Background: an optimization exercise with open tools, aiming at small area, a short achievable clock period and few clock cycles per item. Do not read the settings as production practice.
Function was checked by simulation only, so behaviour that the tests miss may differ from the original.

==> flow/design.v, too long to show whole: its modules and the start of the top module <==
// module tsp_trig_rom: 36 lines
// module tsp_mul_dist: 1460 lines
// module tsp_mul: 1581 lines
// module tsp_add47: 736 lines
// module tsp_add45: 694 lines
// module tsp_add32: 397 lines
// module tsp_add33: 406 lines
// module tsp_add32s: 489 lines
// module tsp_seq: 76 lines
// module turntable_scan_point_converter_unit: 245 lines
module turntable_scan_point_converter_unit #(
	parameter int TRIG_ENTRIES = tsp_pkg::TRIG_ENTRIES_DEF,
	parameter int SAMPLE_BITS  = tsp_pkg::SAMPLE_BITS_DEF
) (
	input  logic                                clk,
	input  logic                                arst_n,
	input  logic                                s_tvalid,
	output logic                                s_tready,
	input  logic [((SAMPLE_BITS+7)/8)*8-1:0]    s_tdata,   
	input  logic                                s_tuser,   
	output logic                                m_tvalid,
	input  logic                                m_tready,
	output logic [tsp_pkg::OUT_TDATA_W-1:0]     m_tdata,
	output logic                                m_tuser,   
	input  logic                                cfg_valid,
	output logic                                cfg_ready,
	input  logic [tsp_pkg::CFG_IDX_W-1:0]       cfg_index,
	input  logic [tsp_pkg::CFG_DATA_W-1:0]      cfg_data
);
  // ...
==> flow/flow/run.sh <==
#!/bin/bash
set -euo pipefail
MARGIN=$(sed -n 's/^SETUP_MARGIN=//p' flow/margin.txt)
bash standard.sh SETUP_SLACK_MARGIN=$MARGIN finish > make.log 2>&1
==> flow/flow/margin.txt <==
SETUP_MARGIN=7.2
==> flow/standard.sh <==
#!/bin/bash
# synth_recipe.tcl (not shown) runs the flow's synth.tcl, then flattens the netlist and writes it again
# the make line also repeats each setting of config.mk as NAME=value (left out here)
make -C /OpenROAD-flow-scripts/flow DESIGN_CONFIG=/design/flow/config.mk WORK_HOME=/design/flow/orfs CLKGATE_MAP_FILE= SYNTH_SCRIPT=/design/flow/synth_recipe.tcl "${@:-finish}"
==> flow/config.mk <==
export PLATFORM = sky130hd
export DESIGN_NAME = turntable_scan_point_converter_unit
export DESIGN_NICKNAME = turntable_scan_point_converter_unit
export VERILOG_FILES = /design/flow/design.v
export SDC_FILE = /design/flow/constraint.sdc
export NUM_CORES = 4
export LEC_CHECK = 0
export ABC_AREA = 1
export CAP_MARGIN = 20
export CORE_MARGIN = 2
export CORE_UTILIZATION = 50
export PLACE_DENSITY = 0.65
export SETUP_SLACK_MARGIN = 5
export SLEW_MARGIN = 20
==> flow/constraint.sdc <==
create_clock -name core_clock -period 11.0 [get_ports {clk}]
set_input_delay 2.2000 -clock core_clock [delete_from_list [all_inputs] [get_ports {clk}]]
set_output_delay 2.2000 -clock core_clock [all_outputs]
set_load 0.01 [all_outputs]
==> flow_metrics.py, run 1 <==
metrics = {
    "cts": {
        "clk-insertion-delay-late_ns": 0.77,
        "clk_pin_slew_worst_paths_ns": 0.06,
    },
    "detailed_routing": {
        "wl_met3_um": 16600,
        "top_layer": "met4",
        "first_pass_iters": 10,
    },
    "yosys": {
        "synth.ff_latch_count": 814,
        "synth_edf_count": 497,
        "yosys.area_share.simple": 0.125,
        "synth_cell_types": 62,
        "synth_ff_type": "edfxtp_1",
        "synthTopCellsByCount": "1,635 x inv_1, 1,226 x nand2_1, 800 x xor2_1",
    },
    "setup_path": {
        "arrival_ns": 4.31,
        "critPathBufInv": 5,
        "crit_path_max_fanout": 129,
        "path_delay_family": "buffers and inverters",
        "cp-start-kind": "primary input",
        "path_common_cell": "buf_16",
        "cp-startpoint": "m_tready",
    },
    "final_layout": {
        "area_growth_syn_to_layout_pct": 10.2,
        "inv_count": 1669,
        "antenna_cells": 2,
        "n_clock_buffer": 119,
        "fill_cells": 13400,
        "clock_area_frac": 0.0412,
    },
    "sta": {
        "period_share": 0.352,
        "worst_pin_slew_ns": 0.981,
    },
    "outcome": {
        "status": "timing/DRC/antenna clean",
    },
    "placed_design": {
        "dpl_cell_area_mm2": 0.0788,
    },
    "floorplanning": {
        "die_area_mm2": 0.154,
        "rows": 142,
    },
    "worst_hold_path": {
        "whs_path_depth": 0,
    },
    "grt": {
        "grt_util_met1": 0.353,
    },
}
Testbench counts, summed over its fixed seeds: cycles 12,040, items 12,000.
==> module turntable_scan_point_converter_unit, before the edit <==
module turntable_scan_point_converter_unit #(
	parameter int TRIG_ENTRIES = tsp_pkg::TRIG_ENTRIES_DEF,
	parameter int SAMPLE_BITS  = tsp_pkg::SAMPLE_BITS_DEF
) (
	input  logic                                clk,
	input  logic                                arst_n,
	input  logic                                s_tvalid,
	output logic                                s_tready,
	input  logic [((SAMPLE_BITS+7)/8)*8-1:0]    s_tdata,   
	input  logic                                s_tuser,   
	output logic                                m_tvalid,
	input  logic                                m_tready,
	output logic [tsp_pkg::OUT_TDATA_W-1:0]     m_tdata,
	output logic                                m_tuser,   
	input  logic                                cfg_valid,
	output logic                                cfg_ready,
	input  logic [tsp_pkg::CFG_IDX_W-1:0]       cfg_index,
	input  logic [tsp_pkg::CFG_DATA_W-1:0]      cfg_data
);
	localparam int IDX_W = $clog2(TRIG_ENTRIES);
	localparam int DW    = 45;     
	logic signed [31:0] slope_q;
	logic signed [31:0] offset_q;
	logic [30:0]        center_q;
	logic [11:0]        min_q;
	logic [30:0]        mm_turn_q;
	logic [15:0]        tsteps_q;
	logic [31:0]        max_steps_q;
	logic [32:0]        co_q;        
	logic [32:0]        co_sum;
	logic               en;
	logic               accept;
	logic               seq_ready_d;
	logic               sk_full_d;
	logic               rdy_q;       
	logic               sk_full_q;
	logic [SAMPLE_BITS-1:0] sk_smp_q;
	logic               sk_cmd_q;
	logic               v0_q, v1_q, v2_q, v3_q;
	logic               cmd0_q, cmd1_q, cmd2_q, cmd3_q;
	logic               pv0_q, pv1_q, pv2_q, pv3_q;
	logic               adv2_q, adv3_q;
	logic [20:0]        sd0_q;
	logic [DW-1:0]      vs1_q, vc1_q;
	logic signed [31:0] rad2_q;
	logic [23:0]        sin2_q, cos2_q;
	logic [46:0]        xs3_q, xc3_q, ys3_q, yc3_q;
	logic [IDX_W-1:0]   angle_q;
	logic               m_tvalid_q;
	logic               pv_out_q;
	logic [31:0]        x_out_q;
	logic [31:0]        y_out_q;
	logic [30:0]        z_out_q;
	logic               adv_out_q;
	logic               done_out_q;
	logic [SAMPLE_BITS-1:0] smp_sel;
	logic               cmd_sel;
	logic [13:0]        smp_ext;
	logic [20:0]        sd_neg;
	logic [DW-1:0]      vs0, vc0;
	logic [DW-1:0]      v1;
	logic [DW-1:0]      g1;
	logic [30:0]        ncen;
	logic [DW-1:0]      ncen_w;
	logic [DW-1:0]      gs1, gc1;
	logic [DW-1:0]      hs1, hc1;
	logic [DW-1:0]      h1;
	logic [31:0]        low1;
	logic signed [31:0] rad1;
	logic [23:0]        sin_d, cos_d;
	logic [46:0]        xs2, xc2, ys2, yc2;
	logic [46:0]        px3, py3;
	logic [30:0]        z3;
	logic               done3;
	assign cfg_ready = 1'b1;
	assign en        = !m_tvalid_q || m_tready;
	assign s_tready  = rdy_q;
	assign accept    = s_tvalid && s_tready;
	assign sk_full_d = en ? 1'b0 : (accept || sk_full_q);
	always_ff @(posedge clk or negedge arst_n) begin
		if (!arst_n) begin
			slope_q     <= '0;
			offset_q    <= '0;
			center_q    <= '0;
			min_q       <= '0;
			mm_turn_q   <= '0;
			tsteps_q    <= '0;
			max_steps_q <= '0;
		end else if (cfg_valid && cfg_ready) begin
			case (cfg_index)
				tsp_pkg::CFG_LINE_SLOPE:           slope_q     <= cfg_data;
				tsp_pkg::CFG_LINE_OFFSET:          offset_q    <= cfg_data;
				tsp_pkg::CFG_CENTER_DISTANCE:      center_q    <= cfg_data[30:0];
				tsp_pkg::CFG_MIN_VALID_SAMPLE:     min_q       <= cfg_data[11:0];
				tsp_pkg::CFG_MM_PER_TURN:          mm_turn_q   <= cfg_data[30:0];
				tsp_pkg::CFG_TOWER_STEPS_PER_TURN: tsteps_q    <= cfg_data[15:0];
				tsp_pkg::CFG_MAX_TOWER_STEPS:      max_steps_q <= cfg_data;
				default: begin
				end
			endcase
		end
	end
	tsp_add33 u_aco (.a({2'b00, center_q}), .b({~offset_q[31], ~offset_q}), .ci(1'b1), .sum(co_sum), .co());
	always_ff @(posedge clk or negedge arst_n) begin
		if (!arst_n)
			co_q <= '0;
		else
			co_q <= co_sum;
	end
	always_ff @(posedge clk or negedge arst_n) begin
		if (!arst_n) begin
			sk_full_q  <= 1'b0;
			rdy_q      <= 1'b0;
			v0_q       <= 1'b0;
			v1_q       <= 1'b0;
			v2_q       <= 1'b0;
			v3_q       <= 1'b0;
			m_tvalid_q <= 1'b0;
			angle_q    <= '0;
		end else if (en) begin
			sk_full_q  <= sk_full_d;
			rdy_q      <= !sk_full_d && seq_ready_d;
			v0_q       <= sk_full_q || accept;
			v1_q       <= v0_q;
			v2_q       <= v1_q;
			v3_q       <= v2_q;
			m_tvalid_q <= v3_q;
			if (v1_q)
				angle_q <= cmd1_q ? '0 : angle_q + IDX_W'(1);
		end else begin
			sk_full_q <= sk_full_d;
			rdy_q     <= !sk_full_d && seq_ready_d;
		end
	end
	always_ff @(posedge clk) begin
		if (!en && accept) begin
			sk_smp_q <= s_tdata[SAMPLE_BITS-1:0];
			sk_cmd_q <= s_tuser;
		end
	end
	assign smp_sel = sk_full_q ? sk_smp_q : s_tdata[SAMPLE_BITS-1:0];
	assign cmd_sel = sk_full_q ? sk_cmd_q : s_tuser;
	assign smp_ext = {2'b00, smp_sel};
	always_comb begin
		for (int i = 0; i < 7; i++) begin
			sd_neg[3*i +: 3] = tsp_pkg::booth_digit((i == 0) ? {smp_ext[1:0], 1'b0} : smp_ext[2*i+1 -: 3]);
			sd_neg[3*i+2] = !sd_neg[3*i+2];
		end
	end
	always_ff @(posedge clk) begin
		if (en) begin
			sd0_q  <= sd_neg;
			pv0_q  <= !cmd_sel && (smp_sel > min_q);
			cmd0_q <= cmd_sel;
		end
	end
	tsp_mul_dist u_md (
		.a      (slope_q),
		.d      (sd0_q),
		.cox    ({~co_q[32], co_q[31:0]}),
		.s      (vs0),
		.c      (vc0)
	);
	always_ff @(posedge clk) begin
		if (en) begin
			vs1_q  <= vs0;
			vc1_q  <= vc0;
			pv1_q  <= pv0_q;
			cmd1_q <= cmd0_q;
		end
	end
	tsp_add45 u_av (.a(vs1_q), .b(vc1_q), .ci(1'b0), .sum(v1), .co());
	assign hs1 = {~(vs1_q[DW-1:31] ^ vc1_q[DW-1:31]), vs1_q[30:0] ^ vc1_q[30:0]};
	assign hc1 = {vs1_q[DW-2:31] | vc1_q[DW-2:31], vs1_q[30:0] & vc1_q[30:0], 1'b0};
	tsp_add45 u_ah (.a(hs1), .b(hc1), .ci(1'b0), .sum(h1), .co());
	assign ncen   = ~center_q;
	assign ncen_w = DW'(ncen);
	assign gs1    = vs1_q ^ vc1_q ^ ncen_w;
	assign gc1    = {(vs1_q[DW-2:0] & vc1_q[DW-2:0]) | (vs1_q[DW-2:0] & ncen_w[DW-2:0]) |
		(vc1_q[DW-2:0] & ncen_w[DW-2:0]), 1'b0};
	tsp_add45 u_ag (.a(gs1), .b(gc1), .ci(1'b0), .sum(g1), .co());
	tsp_add32 u_al (.a({1'b1, center_q}), .b(32'd0), .ci(1'b1), .sum(low1), .co());
	assign rad1 = g1[DW-1] ? signed'(low1) :
		(!h1[DW-1] ? 32'sh7FFF_FFFF : signed'(v1[31:0]));
	tsp_trig_rom #(
		.IDX_W (IDX_W)
	) u_rom (
		.idx   (angle_q),
		.zero  (!pv1_q),
		.sin_d (sin_d),
		.cos_d (cos_d)
	);
	always_ff @(posedge clk) begin
		if (en) begin
			rad2_q <= rad1;
			sin2_q <= sin_d;
			cos2_q <= cos_d;
			pv2_q  <= pv1_q;
			cmd2_q <= cmd1_q;
			adv2_q <= !cmd1_q && (angle_q == IDX_W'(TRIG_ENTRIES - 1));
		end
	end
	tsp_mul u_mx (.a(rad2_q), .d(sin2_q), .s(xs2), .c(xc2));
	tsp_mul u_my (.a(rad2_q), .d(cos2_q), .s(ys2), .c(yc2));
	always_ff @(posedge clk) begin
		if (en) begin
			xs3_q  <= xs2;
			xc3_q  <= xc2;
			ys3_q  <= ys2;
			yc3_q  <= yc2;
			pv3_q  <= pv2_q;
			cmd3_q <= cmd2_q;
			adv3_q <= adv2_q;
		end
	end
	tsp_add47 u_ax (.a(xs3_q), .b(xc3_q), .ci(1'b1), .sum(px3), .co());
	tsp_add47 u_ay (.a(ys3_q), .b(yc3_q), .ci(1'b1), .sum(py3), .co());
	tsp_seq u_seq (
		.clk     (clk),
		.arst_n  (arst_n),
		.step    (en && v3_q),
		.cmd     (cmd3_q),
		.adv     (adv3_q),
		.lift_wr (cfg_valid && cfg_index == tsp_pkg::CFG_MM_PER_TURN),
		.lift    (mm_turn_q),
		.tsteps  (tsteps_q),
		.limit   (max_steps_q),
		.ready_d (seq_ready_d),
		.z       (z3),
		.done    (done3)
	);
	always_ff @(posedge clk) begin
		if (en) begin
			pv_out_q   <= pv3_q;
			x_out_q    <= px3[46:15];
			y_out_q    <= py3[46:15];
			z_out_q    <= pv3_q ? z3 : '0;
			adv_out_q  <= adv3_q;
			done_out_q <= done3;
		end
	end
	assign m_tvalid = m_tvalid_q;
	assign m_tuser  = pv_out_q;
	assign m_tdata  = {7'd0, done_out_q, adv_out_q, z_out_q, y_out_q, x_out_q};
endmodule
==> inputs of run 2 (changes only) <==
--- a/flow/design.v
+++ b/flow/design.v
@@ -105,16 +105,17 @@
 		assign sin_d[3*i +: 3] = {ds[2] ^ f_s, ds[1:0]};
 		assign cos_d[3*i +: 3] = {dc[2] ^ f_c, dc[1:0]};
 	end
 endmodule
 `timescale 1ns / 1ps
 module tsp_mul_dist (
 	input  logic [31:0] a,
 	input  logic [20:0] d,    
+	input  logic [20:0] dn,   
 	input  logic [32:0] cox,
 	output logic [44:0] s,
 	output logic [44:0] c
 );
 	logic pp0_0;
 	logic pp0_1;
 	logic pp0_2;
 	logic pp0_3;
@@ -807,32 +808,32 @@
 	assign pp0_9 = ((d[0] & a[9]) | (d[1] & a[8])) ^ d[2];
 	assign pp0_10 = ((d[0] & a[10]) | (d[1] & a[9])) ^ d[2];
 	assign pp0_11 = ((d[0] & a[11]) | (d[1] & a[10])) ^ d[2];
 	assign pp0_12 = ((d[0] & a[12]) | (d[1] & a[11])) ^ d[2];
 	assign pp0_13 = ((d[0] & a[13]) | (d[1] & a[12])) ^ d[2];
 	assign pp0_14 = ((d[0] & a[14]) | (d[1] & a[13])) ^ d[2];
 	assign pp0_15 = ((d[0] & a[15]) | (d[1] & a[14])) ^ d[2];
 	assign pp0_16 = ((d[0] & a[16]) | (d[1] & a[15])) ^ d[2];
-	assign pp0_17 = ((d[0] & a[17]) | (d[1] & a[16])) ^ d[2];
-	assign pp0_18 = ((d[0] & a[18]) | (d[1] & a[17])) ^ d[2];
-	assign pp0_19 = ((d[0] & a[19]) | (d[1] & a[18])) ^ d[2];
-	assign pp0_20 = ((d[0] & a[20]) | (d[1] & a[19])) ^ d[2];
-	assign pp0_21 = ((d[0] & a[21]) | (d[1] & a[20])) ^ d[2];
-	assign pp0_22 = ((d[0] & a[22]) | (d[1] & a[21])) ^ d[2];
-	assign pp0_23 = ((d[0] & a[23]) | (d[1] & a[22])) ^ d[2];
-	assign pp0_24 = ((d[0] & a[24]) | (d[1] & a[23])) ^ d[2];
-	assign pp0_25 = ((d[0] & a[25]) | (d[1] & a[24])) ^ d[2];
-	assign pp0_26 = ((d[0] & a[26]) | (d[1] & a[25])) ^ d[2];
-	assign pp0_27 = ((d[0] & a[27]) | (d[1] & a[26])) ^ d[2];
-	assign pp0_28 = ((d[0] & a[28]) | (d[1] & a[27])) ^ d[2];
-	assign pp0_29 = ((d[0] & a[29]) | (d[1] & a[28])) ^ d[2];
-	assign pp0_30 = ((d[0] & a[30]) | (d[1] & a[29])) ^ d[2];
-	assign pp0_31 = ((d[0] & a[31]) | (d[1] & a[30])) ^ d[2];
-	assign pp0_32 = ~(((d[0] & a[31]) | (d[1] & a[31])) ^ d[2]);
+	assign pp0_17 = ((~dn[0] & a[17]) | (~dn[1] & a[16])) ^ ~dn[2];
+	assign pp0_18 = ((~dn[0] & a[18]) | (~dn[1] & a[17])) ^ ~dn[2];
+	assign pp0_19 = ((~dn[0] & a[19]) | (~dn[1] & a[18])) ^ ~dn[2];
+	assign pp0_20 = ((~dn[0] & a[20]) | (~dn[1] & a[19])) ^ ~dn[2];
+	assign pp0_21 = ((~dn[0] & a[21]) | (~dn[1] & a[20])) ^ ~dn[2];
+	assign pp0_22 = ((~dn[0] & a[22]) | (~dn[1] & a[21])) ^ ~dn[2];
+	assign pp0_23 = ((~dn[0] & a[23]) | (~dn[1] & a[22])) ^ ~dn[2];
+	assign pp0_24 = ((~dn[0] & a[24]) | (~dn[1] & a[23])) ^ ~dn[2];
+	assign pp0_25 = ((~dn[0] & a[25]) | (~dn[1] & a[24])) ^ ~dn[2];
+	assign pp0_26 = ((~dn[0] & a[26]) | (~dn[1] & a[25])) ^ ~dn[2];
+	assign pp0_27 = ((~dn[0] & a[27]) | (~dn[1] & a[26])) ^ ~dn[2];
+	assign pp0_28 = ((~dn[0] & a[28]) | (~dn[1] & a[27])) ^ ~dn[2];
+	assign pp0_29 = ((~dn[0] & a[29]) | (~dn[1] & a[28])) ^ ~dn[2];
+	assign pp0_30 = ((~dn[0] & a[30]) | (~dn[1] & a[29])) ^ ~dn[2];
+	assign pp0_31 = ((~dn[0] & a[31]) | (~dn[1] & a[30])) ^ ~dn[2];
+	assign pp0_32 = ~(((~dn[0] & a[31]) | (~dn[1] & a[31])) ^ ~dn[2]);
 	assign pp1_0 = ((d[3] & a[0])) ^ d[5];
 	assign pp1_1 = ((d[3] & a[1]) | (d[4] & a[0])) ^ d[5];
 	assign pp1_2 = ((d[3] & a[2]) | (d[4] & a[1])) ^ d[5];
 	assign pp1_3 = ((d[3] & a[3]) | (d[4] & a[2])) ^ d[5];
 	assign pp1_4 = ((d[3] & a[4]) | (d[4] & a[3])) ^ d[5];
 	assign pp1_5 = ((d[3] & a[5]) | (d[4] & a[4])) ^ d[5];
 	assign pp1_6 = ((d[3] & a[6]) | (d[4] & a[5])) ^ d[5];
 	assign pp1_7 = ((d[3] & a[7]) | (d[4] & a[6])) ^ d[5];
@@ -840,32 +841,32 @@
 	assign pp1_9 = ((d[3] & a[9]) | (d[4] & a[8])) ^ d[5];
 	assign pp1_10 = ((d[3] & a[10]) | (d[4] & a[9])) ^ d[5];
 	assign pp1_11 = ((d[3] & a[11]) | (d[4] & a[10])) ^ d[5];
 	assign pp1_12 = ((d[3] & a[12]) | (d[4] & a[11])) ^ d[5];
 	assign pp1_13 = ((d[3] & a[13]) | (d[4] & a[12])) ^ d[5];
 	assign pp1_14 = ((d[3] & a[14]) | (d[4] & a[13])) ^ d[5];
 	assign pp1_15 = ((d[3] & a[15]) | (d[4] & a[14])) ^ d[5];
 	assign pp1_16 = ((d[3] & a[16]) | (d[4] & a[15])) ^ d[5];
-	assign pp1_17 = ((d[3] & a[17]) | (d[4] & a[16])) ^ d[5];
-	assign pp1_18 = ((d[3] & a[18]) | (d[4] & a[17])) ^ d[5];
-	assign pp1_19 = ((d[3] & a[19]) | (d[4] & a[18])) ^ d[5];
-	assign pp1_20 = ((d[3] & a[20]) | (d[4] & a[19])) ^ d[5];
-	assign pp1_21 = ((d[3] & a[21]) | (d[4] & a[20])) ^ d[5];
-	assign pp1_22 = ((d[3] & a[22]) | (d[4] & a[21])) ^ d[5];
-	assign pp1_23 = ((d[3] & a[23]) | (d[4] & a[22])) ^ d[5];
-	assign pp1_24 = ((d[3] & a[24]) | (d[4] & a[23])) ^ d[5];
-	assign pp1_25 = ((d[3] & a[25]) | (d[4] & a[24])) ^ d[5];
-	assign pp1_26 = ((d[3] & a[26]) | (d[4] & a[25])) ^ d[5];
-	assign pp1_27 = ((d[3] & a[27]) | (d[4] & a[26])) ^ d[5];
-	assign pp1_28 = ((d[3] & a[28]) | (d[4] & a[27])) ^ d[5];
-	assign pp1_29 = ((d[3] & a[29]) | (d[4] & a[28])) ^ d[5];
-	assign pp1_30 = ((d[3] & a[30]) | (d[4] & a[29])) ^ d[5];
-	assign pp1_31 = ((d[3] & a[31]) | (d[4] & a[30])) ^ d[5];
-	assign pp1_32 = ~(((d[3] & a[31]) | (d[4] & a[31])) ^ d[5]);
+	assign pp1_17 = ((~dn[3] & a[17]) | (~dn[4] & a[16])) ^ ~dn[5];
+	assign pp1_18 = ((~dn[3] & a[18]) | (~dn[4] & a[17])) ^ ~dn[5];
+	assign pp1_19 = ((~dn[3] & a[19]) | (~dn[4] & a[18])) ^ ~dn[5];
+	assign pp1_20 = ((~dn[3] & a[20]) | (~dn[4] & a[19])) ^ ~dn[5];
+	assign pp1_21 = ((~dn[3] & a[21]) | (~dn[4] & a[20])) ^ ~dn[5];
+	assign pp1_22 = ((~dn[3] & a[22]) | (~dn[4] & a[21])) ^ ~dn[5];
+	assign pp1_23 = ((~dn[3] & a[23]) | (~dn[4] & a[22])) ^ ~dn[5];
+	assign pp1_24 = ((~dn[3] & a[24]) | (~dn[4] & a[23])) ^ ~dn[5];
+	assign pp1_25 = ((~dn[3] & a[25]) | (~dn[4] & a[24])) ^ ~dn[5];
+	assign pp1_26 = ((~dn[3] & a[26]) | (~dn[4] & a[25])) ^ ~dn[5];
+	assign pp1_27 = ((~dn[3] & a[27]) | (~dn[4] & a[26])) ^ ~dn[5];
+	assign pp1_28 = ((~dn[3] & a[28]) | (~dn[4] & a[27])) ^ ~dn[5];
+	assign pp1_29 = ((~dn[3] & a[29]) | (~dn[4] & a[28])) ^ ~dn[5];
+	assign pp1_30 = ((~dn[3] & a[30]) | (~dn[4] & a[29])) ^ ~dn[5];
+	assign pp1_31 = ((~dn[3] & a[31]) | (~dn[4] & a[30])) ^ ~dn[5];
+	assign pp1_32 = ~(((~dn[3] & a[31]) | (~dn[4] & a[31])) ^ ~dn[5]);
 	assign pp2_0 = ((d[6] & a[0])) ^ d[8];
 	assign pp2_1 = ((d[6] & a[1]) | (d[7] & a[0])) ^ d[8];
 	assign pp2_2 = ((d[6] & a[2]) | (d[7] & a[1])) ^ d[8];
 	assign pp2_3 = ((d[6] & a[3]) | (d[7] & a[2])) ^ d[8];
 	assign pp2_4 = ((d[6] & a[4]) | (d[7] & a[3])) ^ d[8];
 	assign pp2_5 = ((d[6] & a[5]) | (d[7] & a[4])) ^ d[8];
 	assign pp2_6 = ((d[6] & a[6]) | (d[7] & a[5])) ^ d[8];
 	assign pp2_7 = ((d[6] & a[7]) | (d[7] & a[6])) ^ d[8];
@@ -873,32 +874,32 @@
 	assign pp2_9 = ((d[6] & a[9]) | (d[7] & a[8])) ^ d[8];
 	assign pp2_10 = ((d[6] & a[10]) | (d[7] & a[9])) ^ d[8];
 	assign pp2_11 = ((d[6] & a[11]) | (d[7] & a[10])) ^ d[8];
 	assign pp2_12 = ((d[6] & a[12]) | (d[7] & a[11])) ^ d[8];
 	assign pp2_13 = ((d[6] & a[13]) | (d[7] & a[12])) ^ d[8];
 	assign pp2_14 = ((d[6] & a[14]) | (d[7] & a[13])) ^ d[8];
 	assign pp2_15 = ((d[6] & a[15]) | (d[7] & a[14])) ^ d[8];
 	assign pp2_16 = ((d[6] & a[16]) | (d[7] & a[15])) ^ d[8];
-	assign pp2_17 = ((d[6] & a[17]) | (d[7] & a[16])) ^ d[8];
-	assign pp2_18 = ((d[6] & a[18]) | (d[7] & a[17])) ^ d[8];
-	assign pp2_19 = ((d[6] & a[19]) | (d[7] & a[18])) ^ d[8];
-	assign pp2_20 = ((d[6] & a[20]) | (d[7] & a[19])) ^ d[8];
-	assign pp2_21 = ((d[6] & a[21]) | (d[7] & a[20])) ^ d[8];
-	assign pp2_22 = ((d[6] & a[22]) | (d[7] & a[21])) ^ d[8];
-	assign pp2_23 = ((d[6] & a[23]) | (d[7] & a[22])) ^ d[8];
-	assign pp2_24 = ((d[6] & a[24]) | (d[7] & a[23])) ^ d[8];
-	assign pp2_25 = ((d[6] & a[25]) | (d[7] & a[24])) ^ d[8];
-	assign pp2_26 = ((d[6] & a[26]) | (d[7] & a[25])) ^ d[8];
-	assign pp2_27 = ((d[6] & a[27]) | (d[7] & a[26])) ^ d[8];
-	assign pp2_28 = ((d[6] & a[28]) | (d[7] & a[27])) ^ d[8];
-	assign pp2_29 = ((d[6] & a[29]) | (d[7] & a[28])) ^ d[8];
-	assign pp2_30 = ((d[6] & a[30]) | (d[7] & a[29])) ^ d[8];
-	assign pp2_31 = ((d[6] & a[31]) | (d[7] & a[30])) ^ d[8];
-	assign pp2_32 = ~(((d[6] & a[31]) | (d[7] & a[31])) ^ d[8]);
+	assign pp2_17 = ((~dn[6] & a[17]) | (~dn[7] & a[16])) ^ ~dn[8];
+	assign pp2_18 = ((~dn[6] & a[18]) | (~dn[7] & a[17])) ^ ~dn[8];
+	assign pp2_19 = ((~dn[6] & a[19]) | (~dn[7] & a[18])) ^ ~dn[8];
+	assign pp2_20 = ((~dn[6] & a[20]) | (~dn[7] & a[19])) ^ ~dn[8];
+	assign pp2_21 = ((~dn[6] & a[21]) | (~dn[7] & a[20])) ^ ~dn[8];
+	assign pp2_22 = ((~dn[6] & a[22]) | (~dn[7] & a[21])) ^ ~dn[8];
+	assign pp2_23 = ((~dn[6] & a[23]) | (~dn[7] & a[22])) ^ ~dn[8];
+	assign pp2_24 = ((~dn[6] & a[24]) | (~dn[7] & a[23])) ^ ~dn[8];
+	assign pp2_25 = ((~dn[6] & a[25]) | (~dn[7] & a[24])) ^ ~dn[8];
+	assign pp2_26 = ((~dn[6] & a[26]) | (~dn[7] & a[25])) ^ ~dn[8];
+	assign pp2_27 = ((~dn[6] & a[27]) | (~dn[7] & a[26])) ^ ~dn[8];
+	assign pp2_28 = ((~dn[6] & a[28]) | (~dn[7] & a[27])) ^ ~dn[8];
+	assign pp2_29 = ((~dn[6] & a[29]) | (~dn[7] & a[28])) ^ ~dn[8];
+	assign pp2_30 = ((~dn[6] & a[30]) | (~dn[7] & a[29])) ^ ~dn[8];
+	assign pp2_31 = ((~dn[6] & a[31]) | (~dn[7] & a[30])) ^ ~dn[8];
+	assign pp2_32 = ~(((~dn[6] & a[31]) | (~dn[7] & a[31])) ^ ~dn[8]);
 	assign pp3_0 = ((d[9] & a[0])) ^ d[11];
 	assign pp3_1 = ((d[9] & a[1]) | (d[10] & a[0])) ^ d[11];
 	assign pp3_2 = ((d[9] & a[2]) | (d[10] & a[1])) ^ d[11];
 	assign pp3_3 = ((d[9] & a[3]) | (d[10] & a[2])) ^ d[11];
 	assign pp3_4 = ((d[9] & a[4]) | (d[10] & a[3])) ^ d[11];
 	assign pp3_5 = ((d[9] & a[5]) | (d[10] & a[4])) ^ d[11];
 	assign pp3_6 = ((d[9] & a[6]) | (d[10] & a[5])) ^ d[11];
 	assign pp3_7 = ((d[9] & a[7]) | (d[10] & a[6])) ^ d[11];
@@ -906,32 +907,32 @@
 	assign pp3_9 = ((d[9] & a[9]) | (d[10] & a[8])) ^ d[11];
 	assign pp3_10 = ((d[9] & a[10]) | (d[10] & a[9])) ^ d[11];
 	assign pp3_11 = ((d[9] & a[11]) | (d[10] & a[10])) ^ d[11];
 	assign pp3_12 = ((d[9] & a[12]) | (d[10] & a[11])) ^ d[11];
 	assign pp3_13 = ((d[9] & a[13]) | (d[10] & a[12])) ^ d[11];
 	assign pp3_14 = ((d[9] & a[14]) | (d[10] & a[13])) ^ d[11];
 	assign pp3_15 = ((d[9] & a[15]) | (d[10] & a[14])) ^ d[11];
 	assign pp3_16 = ((d[9] & a[16]) | (d[10] & a[15])) ^ d[11];
-	assign pp3_17 = ((d[9] & a[17]) | (d[10] & a[16])) ^ d[11];
-	assign pp3_18 = ((d[9] & a[18]) | (d[10] & a[17])) ^ d[11];
-	assign pp3_19 = ((d[9] & a[19]) | (d[10] & a[18])) ^ d[11];
-	assign pp3_20 = ((d[9] & a[20]) | (d[10] & a[19])) ^ d[11];
-	assign pp3_21 = ((d[9] & a[21]) | (d[10] & a[20])) ^ d[11];
-	assign pp3_22 = ((d[9] & a[22]) | (d[10] & a[21])) ^ d[11];
-	assign pp3_23 = ((d[9] & a[23]) | (d[10] & a[22])) ^ d[11];
-	assign pp3_24 = ((d[9] & a[24]) | (d[10] & a[23])) ^ d[11];
-	assign pp3_25 = ((d[9] & a[25]) | (d[10] & a[24])) ^ d[11];
-	assign pp3_26 = ((d[9] & a[26]) | (d[10] & a[25])) ^ d[11];
-	assign pp3_27 = ((d[9] & a[27]) | (d[10] & a[26])) ^ d[11];
-	assign pp3_28 = ((d[9] & a[28]) | (d[10] & a[27])) ^ d[11];
-	assign pp3_29 = ((d[9] & a[29]) | (d[10] & a[28])) ^ d[11];
-	assign pp3_30 = ((d[9] & a[30]) | (d[10] & a[29])) ^ d[11];
-	assign pp3_31 = ((d[9] & a[31]) | (d[10] & a[30])) ^ d[11];
-	assign pp3_32 = ~(((d[9] & a[31]) | (d[10] & a[31])) ^ d[11]);
+	assign pp3_17 = ((~dn[9] & a[17]) | (~dn[10] & a[16])) ^ ~dn[11];
+	assign pp3_18 = ((~dn[9] & a[18]) | (~dn[10] & a[17])) ^ ~dn[11];
+	assign pp3_19 = ((~dn[9] & a[19]) | (~dn[10] & a[18])) ^ ~dn[11];
+	assign pp3_20 = ((~dn[9] & a[20]) | (~dn[10] & a[19])) ^ ~dn[11];
+	assign pp3_21 = ((~dn[9] & a[21]) | (~dn[10] & a[20])) ^ ~dn[11];
+	assign pp3_22 = ((~dn[9] & a[22]) | (~dn[10] & a[21])) ^ ~dn[11];
+	assign pp3_23 = ((~dn[9] & a[23]) | (~dn[10] & a[22])) ^ ~dn[11];
+	assign pp3_24 = ((~dn[9] & a[24]) | (~dn[10] & a[23])) ^ ~dn[11];
+	assign pp3_25 = ((~dn[9] & a[25]) | (~dn[10] & a[24])) ^ ~dn[11];
+	assign pp3_26 = ((~dn[9] & a[26]) | (~dn[10] & a[25])) ^ ~dn[11];
+	assign pp3_27 = ((~dn[9] & a[27]) | (~dn[10] & a[26])) ^ ~dn[11];
+	assign pp3_28 = ((~dn[9] & a[28]) | (~dn[10] & a[27])) ^ ~dn[11];
+	assign pp3_29 = ((~dn[9] & a[29]) | (~dn[10] & a[28])) ^ ~dn[11];
+	assign pp3_30 = ((~dn[9] & a[30]) | (~dn[10] & a[29])) ^ ~dn[11];
+	assign pp3_31 = ((~dn[9] & a[31]) | (~dn[10] & a[30])) ^ ~dn[11];
+	assign pp3_32 = ~(((~dn[9] & a[31]) | (~dn[10] & a[31])) ^ ~dn[11]);
 	assign pp4_0 = ((d[12] & a[0])) ^ d[14];
 	assign pp4_1 = ((d[12] & a[1]) | (d[13] & a[0])) ^ d[14];
 	assign pp4_2 = ((d[12] & a[2]) | (d[13] & a[1])) ^ d[14];
 	assign pp4_3 = ((d[12] & a[3]) | (d[13] & a[2])) ^ d[14];
 	assign pp4_4 = ((d[12] & a[4]) | (d[13] & a[3])) ^ d[14];
 	assign pp4_5 = ((d[12] & a[5]) | (d[13] & a[4])) ^ d[14];
 	assign pp4_6 = ((d[12] & a[6]) | (d[13] & a[5])) ^ d[14];
 	assign pp4_7 = ((d[12] & a[7]) | (d[13] & a[6])) ^ d[14];
@@ -939,32 +940,32 @@
 	assign pp4_9 = ((d[12] & a[9]) | (d[13] & a[8])) ^ d[14];
 	assign pp4_10 = ((d[12] & a[10]) | (d[13] & a[9])) ^ d[14];
 	assign pp4_11 = ((d[12] & a[11]) | (d[13] & a[10])) ^ d[14];
 	assign pp4_12 = ((d[12] & a[12]) | (d[13] & a[11])) ^ d[14];
 	assign pp4_13 = ((d[12] & a[13]) | (d[13] & a[12])) ^ d[14];
 	assign pp4_14 = ((d[12] & a[14]) | (d[13] & a[13])) ^ d[14];
 	assign pp4_15 = ((d[12] & a[15]) | (d[13] & a[14])) ^ d[14];
 	assign pp4_16 = ((d[12] & a[16]) | (d[13] & a[15])) ^ d[14];
-	assign pp4_17 = ((d[12] & a[17]) | (d[13] & a[16])) ^ d[14];
-	assign pp4_18 = ((d[12] & a[18]) | (d[13] & a[17])) ^ d[14];
-	assign pp4_19 = ((d[12] & a[19]) | (d[13] & a[18])) ^ d[14];
-	assign pp4_20 = ((d[12] & a[20]) | (d[13] & a[19])) ^ d[14];
-	assign pp4_21 = ((d[12] & a[21]) | (d[13] & a[20])) ^ d[14];
-	assign pp4_22 = ((d[12] & a[22]) | (d[13] & a[21])) ^ d[14];
-	assign pp4_23 = ((d[12] & a[23]) | (d[13] & a[22])) ^ d[14];
-	assign pp4_24 = ((d[12] & a[24]) | (d[13] & a[23])) ^ d[14];
-	assign pp4_25 = ((d[12] & a[25]) | (d[13] & a[24])) ^ d[14];
-	assign pp4_26 = ((d[12] & a[26]) | (d[13] & a[25])) ^ d[14];
-	assign pp4_27 = ((d[12] & a[27]) | (d[13] & a[26])) ^ d[14];
-	assign pp4_28 = ((d[12] & a[28]) | (d[13] & a[27])) ^ d[14];
-	assign pp4_29 = ((d[12] & a[29]) | (d[13] & a[28])) ^ d[14];
-	assign pp4_30 = ((d[12] & a[30]) | (d[13] & a[29])) ^ d[14];
-	assign pp4_31 = ((d[12] & a[31]) | (d[13] & a[30])) ^ d[14];
-	assign pp4_32 = ~(((d[12] & a[31]) | (d[13] & a[31])) ^ d[14]);
+	assign pp4_17 = ((~dn[12] & a[17]) | (~dn[13] & a[16])) ^ ~dn[14];
+	assign pp4_18 = ((~dn[12] & a[18]) | (~dn[13] & a[17])) ^ ~dn[14];
+	assign pp4_19 = ((~dn[12] & a[19]) | (~dn[13] & a[18])) ^ ~dn[14];
+	assign pp4_20 = ((~dn[12] & a[20]) | (~dn[13] & a[19])) ^ ~dn[14];
+	assign pp4_21 = ((~dn[12] & a[21]) | (~dn[13] & a[20])) ^ ~dn[14];
+	assign pp4_22 = ((~dn[12] & a[22]) | (~dn[13] & a[21])) ^ ~dn[14];
+	assign pp4_23 = ((~dn[12] & a[23]) | (~dn[13] & a[22])) ^ ~dn[14];
+	assign pp4_24 = ((~dn[12] & a[24]) | (~dn[13] & a[23])) ^ ~dn[14];
+	assign pp4_25 = ((~dn[12] & a[25]) | (~dn[13] & a[24])) ^ ~dn[14];
+	assign pp4_26 = ((~dn[12] & a[26]) | (~dn[13] & a[25])) ^ ~dn[14];
+	assign pp4_27 = ((~dn[12] & a[27]) | (~dn[13] & a[26])) ^ ~dn[14];
+	assign pp4_28 = ((~dn[12] & a[28]) | (~dn[13] & a[27])) ^ ~dn[14];
+	assign pp4_29 = ((~dn[12] & a[29]) | (~dn[13] & a[28])) ^ ~dn[14];
+	assign pp4_30 = ((~dn[12] & a[30]) | (~dn[13] & a[29])) ^ ~dn[14];
+	assign pp4_31 = ((~dn[12] & a[31]) | (~dn[13] & a[30])) ^ ~dn[14];
+	assign pp4_32 = ~(((~dn[12] & a[31]) | (~dn[13] & a[31])) ^ ~dn[14]);
 	assign pp5_0 = ((d[15] & a[0])) ^ d[17];
 	assign pp5_1 = ((d[15] & a[1]) | (d[16] & a[0])) ^ d[17];
 	assign pp5_2 = ((d[15] & a[2]) | (d[16] & a[1])) ^ d[17];
 	assign pp5_3 = ((d[15] & a[3]) | (d[16] & a[2])) ^ d[17];
 	assign pp5_4 = ((d[15] & a[4]) | (d[16] & a[3])) ^ d[17];
 	assign pp5_5 = ((d[15] & a[5]) | (d[16] & a[4])) ^ d[17];
 	assign pp5_6 = ((d[15] & a[6]) | (d[16] & a[5])) ^ d[17];
 	assign pp5_7 = ((d[15] & a[7]) | (d[16] & a[6])) ^ d[17];
@@ -972,32 +973,32 @@
 	assign pp5_9 = ((d[15] & a[9]) | (d[16] & a[8])) ^ d[17];
 	assign pp5_10 = ((d[15] & a[10]) | (d[16] & a[9])) ^ d[17];
 	assign pp5_11 = ((d[15] & a[11]) | (d[16] & a[10])) ^ d[17];
 	assign pp5_12 = ((d[15] & a[12]) | (d[16] & a[11])) ^ d[17];
 	assign pp5_13 = ((d[15] & a[13]) | (d[16] & a[12])) ^ d[17];
 	assign pp5_14 = ((d[15] & a[14]) | (d[16] & a[13])) ^ d[17];
 	assign pp5_15 = ((d[15] & a[15]) | (d[16] & a[14])) ^ d[17];
 	assign pp5_16 = ((d[15] & a[16]) | (d[16] & a[15])) ^ d[17];
-	assign pp5_17 = ((d[15] & a[17]) | (d[16] & a[16])) ^ d[17];
-	assign pp5_18 = ((d[15] & a[18]) | (d[16] & a[17])) ^ d[17];
-	assign pp5_19 = ((d[15] & a[19]) | (d[16] & a[18])) ^ d[17];
-	assign pp5_20 = ((d[15] & a[20]) | (d[16] & a[19])) ^ d[17];
-	assign pp5_21 = ((d[15] & a[21]) | (d[16] & a[20])) ^ d[17];
-	assign pp5_22 = ((d[15] & a[22]) | (d[16] & a[21])) ^ d[17];
-	assign pp5_23 = ((d[15] & a[23]) | (d[16] & a[22])) ^ d[17];
-	assign pp5_24 = ((d[15] & a[24]) | (d[16] & a[23])) ^ d[17];
-	assign pp5_25 = ((d[15] & a[25]) | (d[16] & a[24])) ^ d[17];
-	assign pp5_26 = ((d[15] & a[26]) | (d[16] & a[25])) ^ d[17];
-	assign pp5_27 = ((d[15] & a[27]) | (d[16] & a[26])) ^ d[17];
-	assign pp5_28 = ((d[15] & a[28]) | (d[16] & a[27])) ^ d[17];
-	assign pp5_29 = ((d[15] & a[29]) | (d[16] & a[28])) ^ d[17];
-	assign pp5_30 = ((d[15] & a[30]) | (d[16] & a[29])) ^ d[17];
-	assign pp5_31 = ((d[15] & a[31]) | (d[16] & a[30])) ^ d[17];
-	assign pp5_32 = ~(((d[15] & a[31]) | (d[16] & a[31])) ^ d[17]);
+	assign pp5_17 = ((~dn[15] & a[17]) | (~dn[16] & a[16])) ^ ~dn[17];
+	assign pp5_18 = ((~dn[15] & a[18]) | (~dn[16] & a[17])) ^ ~dn[17];
+	assign pp5_19 = ((~dn[15] & a[19]) | (~dn[16] & a[18])) ^ ~dn[17];
+	assign pp5_20 = ((~dn[15] & a[20]) | (~dn[16] & a[19])) ^ ~dn[17];
+	assign pp5_21 = ((~dn[15] & a[21]) | (~dn[16] & a[20])) ^ ~dn[17];
+	assign pp5_22 = ((~dn[15] & a[22]) | (~dn[16] & a[21])) ^ ~dn[17];
+	assign pp5_23 = ((~dn[15] & a[23]) | (~dn[16] & a[22])) ^ ~dn[17];
+	assign pp5_24 = ((~dn[15] & a[24]) | (~dn[16] & a[23])) ^ ~dn[17];
+	assign pp5_25 = ((~dn[15] & a[25]) | (~dn[16] & a[24])) ^ ~dn[17];
+	assign pp5_26 = ((~dn[15] & a[26]) | (~dn[16] & a[25])) ^ ~dn[17];
+	assign pp5_27 = ((~dn[15] & a[27]) | (~dn[16] & a[26])) ^ ~dn[17];
+	assign pp5_28 = ((~dn[15] & a[28]) | (~dn[16] & a[27])) ^ ~dn[17];
+	assign pp5_29 = ((~dn[15] & a[29]) | (~dn[16] & a[28])) ^ ~dn[17];
+	assign pp5_30 = ((~dn[15] & a[30]) | (~dn[16] & a[29])) ^ ~dn[17];
+	assign pp5_31 = ((~dn[15] & a[31]) | (~dn[16] & a[30])) ^ ~dn[17];
+	assign pp5_32 = ~(((~dn[15] & a[31]) | (~dn[16] & a[31])) ^ ~dn[17]);
 	assign pp6_0 = ((d[18] & a[0])) ^ d[20];
 	assign pp6_1 = ((d[18] & a[1]) | (d[19] & a[0])) ^ d[20];
 	assign pp6_2 = ((d[18] & a[2]) | (d[19] & a[1])) ^ d[20];
 	assign pp6_3 = ((d[18] & a[3]) | (d[19] & a[2])) ^ d[20];
 	assign pp6_4 = ((d[18] & a[4]) | (d[19] & a[3])) ^ d[20];
 	assign pp6_5 = ((d[18] & a[5]) | (d[19] & a[4])) ^ d[20];
 	assign pp6_6 = ((d[18] & a[6]) | (d[19] & a[5])) ^ d[20];
 	assign pp6_7 = ((d[18] & a[7]) | (d[19] & a[6])) ^ d[20];
@@ -1005,32 +1006,32 @@
 	assign pp6_9 = ((d[18] & a[9]) | (d[19] & a[8])) ^ d[20];
 	assign pp6_10 = ((d[18] & a[10]) | (d[19] & a[9])) ^ d[20];
 	assign pp6_11 = ((d[18] & a[11]) | (d[19] & a[10])) ^ d[20];
 	assign pp6_12 = ((d[18] & a[12]) | (d[19] & a[11])) ^ d[20];
 	assign pp6_13 = ((d[18] & a[13]) | (d[19] & a[12])) ^ d[20];
 	assign pp6_14 = ((d[18] & a[14]) | (d[19] & a[13])) ^ d[20];
 	assign pp6_15 = ((d[18] & a[15]) | (d[19] & a[14])) ^ d[20];
 	assign pp6_16 = ((d[18] & a[16]) | (d[19] & a[15])) ^ d[20];
-	assign pp6_17 = ((d[18] & a[17]) | (d[19] & a[16])) ^ d[20];
-	assign pp6_18 = ((d[18] & a[18]) | (d[19] & a[17])) ^ d[20];
-	assign pp6_19 = ((d[18] & a[19]) | (d[19] & a[18])) ^ d[20];
-	assign pp6_20 = ((d[18] & a[20]) | (d[19] & a[19])) ^ d[20];
-	assign pp6_21 = ((d[18] & a[21]) | (d[19] & a[20])) ^ d[20];
-	assign pp6_22 = ((d[18] & a[22]) | (d[19] & a[21])) ^ d[20];
-	assign pp6_23 = ((d[18] & a[23]) | (d[19] & a[22])) ^ d[20];
-	assign pp6_24 = ((d[18] & a[24]) | (d[19] & a[23])) ^ d[20];
-	assign pp6_25 = ((d[18] & a[25]) | (d[19] & a[24])) ^ d[20];
-	assign pp6_26 = ((d[18] & a[26]) | (d[19] & a[25])) ^ d[20];
-	assign pp6_27 = ((d[18] & a[27]) | (d[19] & a[26])) ^ d[20];
-	assign pp6_28 = ((d[18] & a[28]) | (d[19] & a[27])) ^ d[20];
-	assign pp6_29 = ((d[18] & a[29]) | (d[19] & a[28])) ^ d[20];
-	assign pp6_30 = ((d[18] & a[30]) | (d[19] & a[29])) ^ d[20];
-	assign pp6_31 = ((d[18] & a[31]) | (d[19] & a[30])) ^ d[20];
-	assign pp6_32 = ~(((d[18] & a[31]) | (d[19] & a[31])) ^ d[20]);
+	assign pp6_17 = ((~dn[18] & a[17]) | (~dn[19] & a[16])) ^ ~dn[20];
+	assign pp6_18 = ((~dn[18] & a[18]) | (~dn[19] & a[17])) ^ ~dn[20];
+	assign pp6_19 = ((~dn[18] & a[19]) | (~dn[19] & a[18])) ^ ~dn[20];
+	assign pp6_20 = ((~dn[18] & a[20]) | (~dn[19] & a[19])) ^ ~dn[20];
+	assign pp6_21 = ((~dn[18] & a[21]) | (~dn[19] & a[20])) ^ ~dn[20];
+	assign pp6_22 = ((~dn[18] & a[22]) | (~dn[19] & a[21])) ^ ~dn[20];
+	assign pp6_23 = ((~dn[18] & a[23]) | (~dn[19] & a[22])) ^ ~dn[20];
+	assign pp6_24 = ((~dn[18] & a[24]) | (~dn[19] & a[23])) ^ ~dn[20];
+	assign pp6_25 = ((~dn[18] & a[25]) | (~dn[19] & a[24])) ^ ~dn[20];
+	assign pp6_26 = ((~dn[18] & a[26]) | (~dn[19] & a[25])) ^ ~dn[20];
+	assign pp6_27 = ((~dn[18] & a[27]) | (~dn[19] & a[26])) ^ ~dn[20];
+	assign pp6_28 = ((~dn[18] & a[28]) | (~dn[19] & a[27])) ^ ~dn[20];
+	assign pp6_29 = ((~dn[18] & a[29]) | (~dn[19] & a[28])) ^ ~dn[20];
+	assign pp6_30 = ((~dn[18] & a[30]) | (~dn[19] & a[29])) ^ ~dn[20];
+	assign pp6_31 = ((~dn[18] & a[31]) | (~dn[19] & a[30])) ^ ~dn[20];
+	assign pp6_32 = ~(((~dn[18] & a[31]) | (~dn[19] & a[31])) ^ ~dn[20]);
 	assign t0s = pp0_8 ^ pp1_6;
 	assign t0c = pp0_8 & pp1_6;
 	assign t1s = pp0_9 ^ pp1_7;
 	assign t1c = pp0_9 & pp1_7;
 	assign t2s = pp0_10 ^ pp1_8 ^ pp2_6;
 	assign t2c = (pp0_10 & pp1_8) | (pp0_10 & pp2_6) | (pp1_8 & pp2_6);
 	assign t3s = pp3_4 ^ pp4_2;
 	assign t3c = pp3_4 & pp4_2;
@@ -5986,16 +5987,17 @@
 	logic               sk_full_q;
 	logic [SAMPLE_BITS-1:0] sk_smp_q;
 	logic               sk_cmd_q;
 	logic               v0_q, v1_q, v2_q, v3_q;
 	logic               cmd0_q, cmd1_q, cmd2_q, cmd3_q;
 	logic               pv0_q, pv1_q, pv2_q, pv3_q;
 	logic               adv2_q, adv3_q;
 	logic [20:0]        sd0_q;
+	logic [20:0]        sd0n_q;      
 	logic [DW-1:0]      vs1_q, vc1_q;
 	logic signed [31:0] rad2_q;
 	logic [23:0]        sin2_q, cos2_q;
 	logic [46:0]        xs3_q, xc3_q, ys3_q, yc3_q;
 	logic [IDX_W-1:0]   angle_q;
 	logic               m_tvalid_q;
 	logic               pv_out_q;
 	logic [31:0]        x_out_q;
@@ -6008,18 +6010,16 @@
 	logic [13:0]        smp_ext;
 	logic [20:0]        sd_neg;
 	logic [DW-1:0]      vs0, vc0;
 	logic [DW-1:0]      v1;
 	logic [DW-1:0]      g1;
 	logic [30:0]        ncen;
 	logic [DW-1:0]      ncen_w;
 	logic [DW-1:0]      gs1, gc1;
-	logic [DW-1:0]      hs1, hc1;
-	logic [DW-1:0]      h1;
 	logic [31:0]        low1;
 	logic signed [31:0] rad1;
 	logic [23:0]        sin_d, cos_d;
 	logic [46:0]        xs2, xc2, ys2, yc2;
 	logic [46:0]        px3, py3;
 	logic [30:0]        z3;
 	logic               done3;
 	assign cfg_ready = 1'b1;
@@ -6095,48 +6095,47 @@
 		for (int i = 0; i < 7; i++) begin
 			sd_neg[3*i +: 3] = tsp_pkg::booth_digit((i == 0) ? {smp_ext[1:0], 1'b0} : smp_ext[2*i+1 -: 3]);
 			sd_neg[3*i+2] = !sd_neg[3*i+2];
 		end
 	end
 	always_ff @(posedge clk) begin
 		if (en) begin
 			sd0_q  <= sd_neg;
+			sd0n_q <= ~sd_neg;
 			pv0_q  <= !cmd_sel && (smp_sel > min_q);
 			cmd0_q <= cmd_sel;
 		end
 	end
 	tsp_mul_dist u_md (
 		.a      (slope_q),
 		.d      (sd0_q),
+		.dn     (sd0n_q),
 		.cox    ({~co_q[32], co_q[31:0]}),
 		.s      (vs0),
 		.c      (vc0)
 	);
 	always_ff @(posedge clk) begin
 		if (en) begin
 			vs1_q  <= vs0;
 			vc1_q  <= vc0;
 			pv1_q  <= pv0_q;
 			cmd1_q <= cmd0_q;
 		end
 	end
 	tsp_add45 u_av (.a(vs1_q), .b(vc1_q), .ci(1'b0), .sum(v1), .co());
-	assign hs1 = {~(vs1_q[DW-1:31] ^ vc1_q[DW-1:31]), vs1_q[30:0] ^ vc1_q[30:0]};
-	assign hc1 = {vs1_q[DW-2:31] | vc1_q[DW-2:31], vs1_q[30:0] & vc1_q[30:0], 1'b0};
-	tsp_add45 u_ah (.a(hs1), .b(hc1), .ci(1'b0), .sum(h1), .co());
 	assign ncen   = ~center_q;
 	assign ncen_w = DW'(ncen);
 	assign gs1    = vs1_q ^ vc1_q ^ ncen_w;
 	assign gc1    = {(vs1_q[DW-2:0] & vc1_q[DW-2:0]) | (vs1_q[DW-2:0] & ncen_w[DW-2:0]) |
 		(vc1_q[DW-2:0] & ncen_w[DW-2:0]), 1'b0};
 	tsp_add45 u_ag (.a(gs1), .b(gc1), .ci(1'b0), .sum(g1), .co());
 	tsp_add32 u_al (.a({1'b1, center_q}), .b(32'd0), .ci(1'b1), .sum(low1), .co());
 	assign rad1 = g1[DW-1] ? signed'(low1) :
-		(!h1[DW-1] ? 32'sh7FFF_FFFF : signed'(v1[31:0]));
+		((!v1[DW-1] && v1[DW-2:31] != '0) ? 32'sh7FFF_FFFF : signed'(v1[31:0]));
 	tsp_trig_rom #(
 		.IDX_W (IDX_W)
 	) u_rom (
 		.idx   (angle_q),
 		.zero  (!pv1_q),
 		.sin_d (sin_d),
 		.cos_d (cos_d)
 	);
==> flow/flow/margin.txt (replaced) <==
SETUP_MARGIN=7.4
==> flow/config.mk (replaced) <==
export PLATFORM = sky130hd
export DESIGN_NAME = turntable_scan_point_converter_unit
export DESIGN_NICKNAME = turntable_scan_point_converter_unit
export VERILOG_FILES = /design/flow/design.v
export SDC_FILE = /design/flow/constraint.sdc
export NUM_CORES = 4
export LEC_CHECK = 0
export ABC_AREA = 1
export CAP_MARGIN = 20
export CORE_MARGIN = 2
export CORE_UTILIZATION = 55
export PLACE_DENSITY = 0.7
export SETUP_SLACK_MARGIN = 5
export SLEW_MARGIN = 20
==> run 2 against run 1 <==
  * Register-to-register slack better by 0.21 ns
  * Utilization increased by 7.1 points
  * First-iteration DRC count is 7.7% higher
  * Non-clock buffer count rose by 90
  * Via count fell by 1.7%
  * Setup slack improved by 0.23 ns
  * Count of clock-buffer cells in the layout increased by 1
  * Critical path type unchanged
==> flow_metrics.py, run 2 <==
metrics = {
    "run": {
        "maxCapViolCount": 0,
    },
    "yosys": {
        "synthesis.area_mm2": 0.0742,
        "synth.area.top_cells": "edfxtp_1 21%, fa_1 18%, dfrtp_1 11%",
        "synth_top_area_cell": "edfxtp_1",
        "synthTopCellsByCount": "1,672 x inv_1, 1,176 x nand2_1, 811 x xor2_1",
        "yosys_warnings": 4,
        "yosysMostFrequentCell": "inv_1",
        "synth.ff_latch_count": 831,
        "synth_ff_type": "edfxtp_1",
        "synth.avg_cell_area_um2": 8.95,
        "synth_cell_types": 66,
        "yosysSeqAreaShare": 0.315,
        "yosys.area.top_type_share": 0.208,
        "synth_edf_count": 514,
        "synthCells": 8292,
        "synth-async-reset-ratio": 0.381,
    },
    "floorplanning": {
        "ioPinCount": 165,
        "rows": 134,
        "die_area_mm2": 0.138,
        "fp.coreArea_mm2": 0.134,
        "initial_utilization": 0.555,
        "fp.dieH_um": 371,
        "fp.dieW_um": 371,
    },
    "setup_path": {
        "crit_path_max_fanout": 163,
        "cp-start-kind": "primary input",
        "arrival_ns": 3.82,
        "worstPathRequired_ns": 11.19,
        "crit_path_end_kind": "flip-flop",
        "critPathKind": "primary input to flip-flop",
    },
    "final_layout": {
        "final_nets": 9567,
        "final_cell_mix": "1,603 x inv_1, 1,136 x nand2_1, 806 x xor2_1",
        "area_growth_syn_to_layout_pct": 12.8,
        "seq_area_mm2": 0.0234,
        "multi_input_area_mm2": 0.0434,
        "final_area_mm2": 0.0837,
        "drive_gt1_frac": 0.0884,
        "fill_cells": 11000,
        "final_common_cell": "inv_1",
    },
    "detailed_routing": {
        "drc": 0,
        "first_iter_violations": 6243,
        "wire_per_inst_um": 20.6,
        "ant_nets": 0,
        "totalWireLength_um": 211000,
        "drt-vias-per-instance": 5.79,
        "routed-via-count": 59400,
        "first_pass_iters": 10,
    },
    "sta": {
        "slew_viol_final": 0,
        "hold_ws_ns": 0.424,
        "fin_crit_ns": 3.64,
        "hold_viol": 0,
        "fin_setup_tns_ns": 0,
        "slew_headroom": 0.233,
        "period_share": 0.331,
        "setup_viol": 0,
        "worst_pin_slew_ns": 1.15,
        "rsz0062_at_grt": "true",
        "clock.fmax_mhz": 275,
        "fin_skew_ns": 0.0723,
    },
    "worst_hold_path": {
        "hold_path_class": "flip-flop to flip-flop",
    },
    "grt": {
        "grt_pass1_vias": 59700,
        "grt_first_pass_wirelength_um": 325000,
        "grt_max_degree": 164,
        "antenna_found_initial": 8,
        "overflow": 0,
        "use_met3": 0.0550,
        "grt_usage": 0.300,
        "top_usage_layer": "met2",
        "use_met2": 0.496,
        "grt_util_met1": 0.381,
    },
    "cts": {
        "cts_root_buffer": "clkbuf_16",
        "cts_hold_buffers": 0,
        "cts_tree": "yes",
        "cts_sinks": 831,
        "clk-insertion-delay-late_ns": 0.75,
        "htreeDepth": 3,
        "cts_inserted_buffers": 95,
        "cts_buffer_depth": 3,
        "clk_pin_slew_worst_paths_ns": 0.06,
    },
    "placed_design": {
        "dpl_cell_area_mm2": 0.0770,
        "hpwlAfterDp_um": 142000,
        "globalplace.congestion": 0.922,
        "io_buffers": 152,
    },
    "outcome": {
        "status": "timing/DRC/antenna clean",
    },
}
[run 2: what timing repair did]
action / in CTS / in global routing
endpoints found under the hold margin: 0 / 0
setup endpoints to repair: 619 / 529
resized for setup: 374 / 294
gates cloned: 13 / 23
pin swaps: 12 / 44
buffers inserted: 45 / 111
[run 2: layer usage]
layer  vias up  part of all wire
li1      26900                 -
met2      3071              0.47
met5         -          0.000099
met4         4             0.057
met3       788             0.091
met1     28700              0.38
[run 2: cell families after synthesis]
kind of cell    after synthesis  share of synthesized area
other cells                   2                   0.000101
fa+ha+maj                  1104                      0.252
simple gates               1938                      0.109
xor+xnor                    865                      0.102
buf+inv                    2140                      0.110
compound gates             1405                      0.111
mux                           7                   0.000978
flops                       831                      0.315
[run 2: final cells by class]
type,count,share of cell area
Clock buffer,120,0.0306
Antenna cell,4,0.000120
Inverter,1700,0.0793
Sequential cell,831,0.279
Timing Repair Buffer,433,0.0576
Multi-Input combinational cell,5331,0.519
Tap cell,1768,0.0264
Clock inverter,57,0.00679
Timing Repair inverter,14,0.00109
[run 2: worst paths after layout]
path	start	end	slack, ns	depth (start not counted)
max	m_tready	yc3_q[16]$_DFFE_PN_	7.36	5
min	pv2_q$_DFFE_PN_	pv3_q$_DFFE_PN_	0.42	0
max reg2reg	slope_q[26]$_DFFE_PN0P_	vc1_q[34]$_DFFE_PN_	7.42	11
min reg2reg	pv2_q$_DFFE_PN_	pv3_q$_DFFE_PN_	0.42	0
max in group asynchronous	arst_n	slope_q[10]$_DFFE_PN0P_	7.97	2
min in group asynchronous	arst_n	u_seq.total_q[24]$_DFFE_PN0P_	1.51	1
[run 2: per-stage QoR]
step | setup WS (ns) | std cells | utilization
final | 7.36 | 10300 | 0.626
after global placement | 5.60 | 9884 | 0.577
after detailed placement | 5.53 | 9884 | 0.577
after global routing | 7.23 | 10300 | 0.626
after floorplan | -0.416 | 8298 | -
after CTS | 7.39 | 10100 | 0.609
[run 2: worst max-delay path: stages]
cell and delay (ns):
clkdlybuf4s50_1 0.44, nor2_4 0.27, clkinvlp_4 0.17, buf_12 0.17
buf_12 0.19
Testbench counts of run 2, summed over its fixed seeds: cycles 12,040, items 12,000.
==> inputs of run 3 (changes only) <==
==> flow/flow/run.sh (replaced) <==
#!/bin/bash
# The standard layout (standard.sh: the standard synthesis, then ORFS from
# floorplan to finish), with two settings changed on make's command line:
#  - the timing repair's setup margin, so that repair_timing keeps working on
#    paths until they have that much slack at the design's clock period;
set -euo pipefail
MARGIN=$(sed -n 's/^SETUP_MARGIN=//p' flow/margin.txt)
bash standard.sh SETUP_SLACK_MARGIN=$MARGIN "BUFFER_PORTS_ARGS=-buffer_cell sky130_fd_sc_hd__buf_2" finish > make.log 2>&1
==> run 3 against run 2 <==
  * Cell area shrank 1.6%
  * Routed wire length shrank 2.1%
  * Clock skew up 0.0061 ns
  * Highest routed layer unchanged
==> flow_metrics.py, run 3 <==
metrics = {
    "floorplanning": {
        "initial_utilization": 0.555,
        "fp.dieH_um": 371,
        "rows": 134,
        "die_area_mm2": 0.138,
        "fp.coreArea_mm2": 0.134,
        "ioPinCount": 165,
        "fp.dieW_um": 371,
    },
    "yosys": {
        "synth.ff_latch_count": 831,
        "yosys.area.top_type_share": 0.208,
        "synth_top_area_cell": "edfxtp_1",
        "yosysMostFrequentCell": "inv_1",
        "yosys_warnings": 4,
        "synth.area.top_cells": "edfxtp_1 21%, fa_1 18%, dfrtp_1 11%",
        "synth_edf_count": 514,
        "synthesis.area_mm2": 0.0742,
        "synth-async-reset-ratio": 0.381,
        "synthCells": 8292,
        "synth.avg_cell_area_um2": 8.95,
        "synth_ff_type": "edfxtp_1",
        "yosysSeqAreaShare": 0.315,
        "synth_cell_types": 66,
        "synthTopCellsByCount": "1,672 x inv_1, 1,176 x nand2_1, 811 x xor2_1",
    },
    "setup_path": {
        "arrival_ns": 4.09,
        "worstPathRequired_ns": 11.48,
        "critPathKind": "flip-flop to flip-flop",
        "r2r_slack_ns": 7.39,
        "r2r_start": "sd0n_q[16]$_DFFE_PN_",
        "crit_path_max_fanout": 16,
        "cp-startpoint": "sd0n_q[16]$_DFFE_PN_",
        "rr_worst_depth": 7,
        "crit_path_end_kind": "flip-flop",
        "worstSetupEndpoint": "vc1_q[31]$_DFFE_PN_",
        "r2r_end": "vc1_q[31]$_DFFE_PN_",
        "cp-start-kind": "flip-flop",
    },
    "sta": {
        "fin_crit_ns": 3.61,
        "hold_ws_ns": 0.423,
        "slew_headroom": 0.241,
        "setup_viol": 0,
        "fin_setup_tns_ns": 0,
        "fin_ws_ns": 7.39,
        "hold_viol": 0,
        "fin_skew_ns": 0.0784,
        "clock.fmax_mhz": 277,
        "rsz0062_at_grt": "true",
        "worst_pin_slew_ns": 1.13,
        "period_share": 0.328,
        "slew_viol_final": 0,
    },
    "placed_design": {
        "io_buffers": 152,
        "place_ws_ns": 5.88,
        "globalplace.congestion": 0.917,
        "place_inst": 9883,
        "hpwlAfterDp_um": 141000,
    },
    "cts": {
        "cts_sinks": 831,
        "htreeDepth": 3,
        "cts_inserted_buffers": 93,
        "cts_buffer_depth": 3,
        "clk-insertion-delay-late_ns": 0.75,
        "cts_tree": "yes",
        "cts_root_buffer": "clkbuf_16",
        "cts_hold_buffers": 0,
        "clk_pin_slew_worst_paths_ns": 0.06,
    },
    "grt": {
        "grt_usage": 0.295,
        "grt_first_pass_wirelength_um": 319000,
        "overflow": 0,
        "grt_pass1_vias": 59000,
        "grt_max_degree": 150,
        "antenna_found_initial": 6,
    },
    "final_layout": {
        "final_nets": 9539,
        "fill_cells": 11200,
        "final_common_cell": "inv_1",
        "stdcell_count": 10200,
        "final_cell_mix": "1,606 x inv_1, 1,145 x nand2_1, 809 x xor2_1",
        "drive_gt1_frac": 0.0949,
        "area_growth_syn_to_layout_pct": 11.0,
    },
    "detailed_routing": {
        "first_iter_violations": 5690,
        "first_pass_iters": 6,
        "drt-vias-per-instance": 5.74,
        "ant_nets": 0,
        "totalWireLength_um": 207000,
        "drc": 0,
        "routed-via-count": 58700,
        "wire_per_inst_um": 20.2,
    },
    "outcome": {
        "status": "timing/DRC/antenna clean",
    },
    "run": {
        "maxCapViolCount": 0,
    },
    "worst_hold_path": {
        "worstHoldStart": "co_q[0]$_DFF_PN0_",
        "hold_path_class": "flip-flop to flip-flop",
    },
}
-- run 3: cell counts after synthesis --
No cell type changed its count.
-- run 3: final cells by class --
type                       instances  area, um2  area share
clock buffer                     126       2580      0.0314
timing repair inverter             9       61.3    0.000744
antenna                            6       15.0    0.000182
multi-input combinational       5330      43200       0.524
tap                             1768       2210      0.0269
timing repair buffer             413       3750      0.0456
inverter                        1700       6680      0.0811
clock inverter                    46        494     0.00600
sequential                       831      23400       0.284
-- run 3: logic make-up after synthesis --
kind of cell / after synthesis / share of synthesized area
AOI/OAI and AO/OA: 1405 / 0.111
xor gates and xnor gates: 865 / 0.102
adders and majority gates: 1104 / 0.252
buffers and inverters: 2140 / 0.110
DFF: 831 / 0.315
muxes: 7 / 0.000978
other: 2 / 0.000101
and+or+nand+nor: 1938 / 0.109
-- run 3: worst min path at each step --
stage | end | slack, ns | cells after the start
6_report | vc1_q[0]$_DFFE_PN_ | 0.42 | 0
5_1_grt | vc1_q[0]$_DFFE_PN_ | 0.44 | 0
4_1_cts | vc1_q[0]$_DFFE_PN_ | 0.42 | 0
3_5_place_dp | vc1_q[0]$_DFFE_PN_ | 0.41 | 0
3_3_place_gp | vc1_q[0]$_DFFE_PN_ | 0.40 | 0
2_1_floorplan | adv3_q$_DFFE_PN_ | 0.40 | 0
-- run 3: what timing repair did --
item                                    CTS  global route
gates cloned                              6            15
setup buffers                            44           103
pin swaps                                10            25
endpoints found under the setup margin  625           451
gates resized for setup                 130           227
-- run 3: worst max-delay path, cell delays in order, from the launching register on --
cell and delay, ns:
edfxtp_1 0.91, o22ai_1 0.20, xor2_1 0.24, fa_1 0.48, fa_1 0.45, fa_1 0.53
inv_1 0.06, fa_1 0.50
-- run 3: stage by stage --
stage                     cell area, um2  utilization
after global placement             76300        0.571
final                              82400        0.616
after floorplan                    74300            -
after detailed placement           76300        0.571
after CTS                          80300        0.601
after global routing               82400        0.616
-- run 3: per-layer routing --
metal | vias to the layer above | routed length (um) | global-route usage
met5 | - | 49 | 0
met4 | 8 | 10400 | 0.136
met3 | 689 | 18700 | 0.0604
met2 | 2967 | 97300 | 0.488
met1 | 28300 | 80200 | 0.371
li1 | 26800 | - | -

[re-timing with driven ports]
Ports are ideal in the flow. The routed layouts listed here were re-timed in OpenROAD. Step 1: set_driving_cell puts a clkbuf_16 on clk and a buf_2 on each other input, an assumption about the parent block. Step 2 moves the port delays by t, midway between the first and last clock arrival at a register: inputs arrive t later, outputs are due t later. That takes back most of the time a late clock gives input paths. a / b / c = no drivers / after step 1 / after step 2; a / b = the first two.
run	t (ns)	slack for setup (ns)	worst data-port slew with drivers (ns)	pins driven straight from the clock port
run 1	0.817	7.133 / 7.191 / 6.375	0.06	1
run 2	0.800	7.363 / 7.367 / 6.624	0.05	1
run 3	0.797	7.391 / 7.391 / 6.760	0.05	1
After both steps every run listed still meets setup and hold. The setup slack of run 1, which loses most, moves by +0.058 ns with the drivers and by -0.758 ns with both steps.
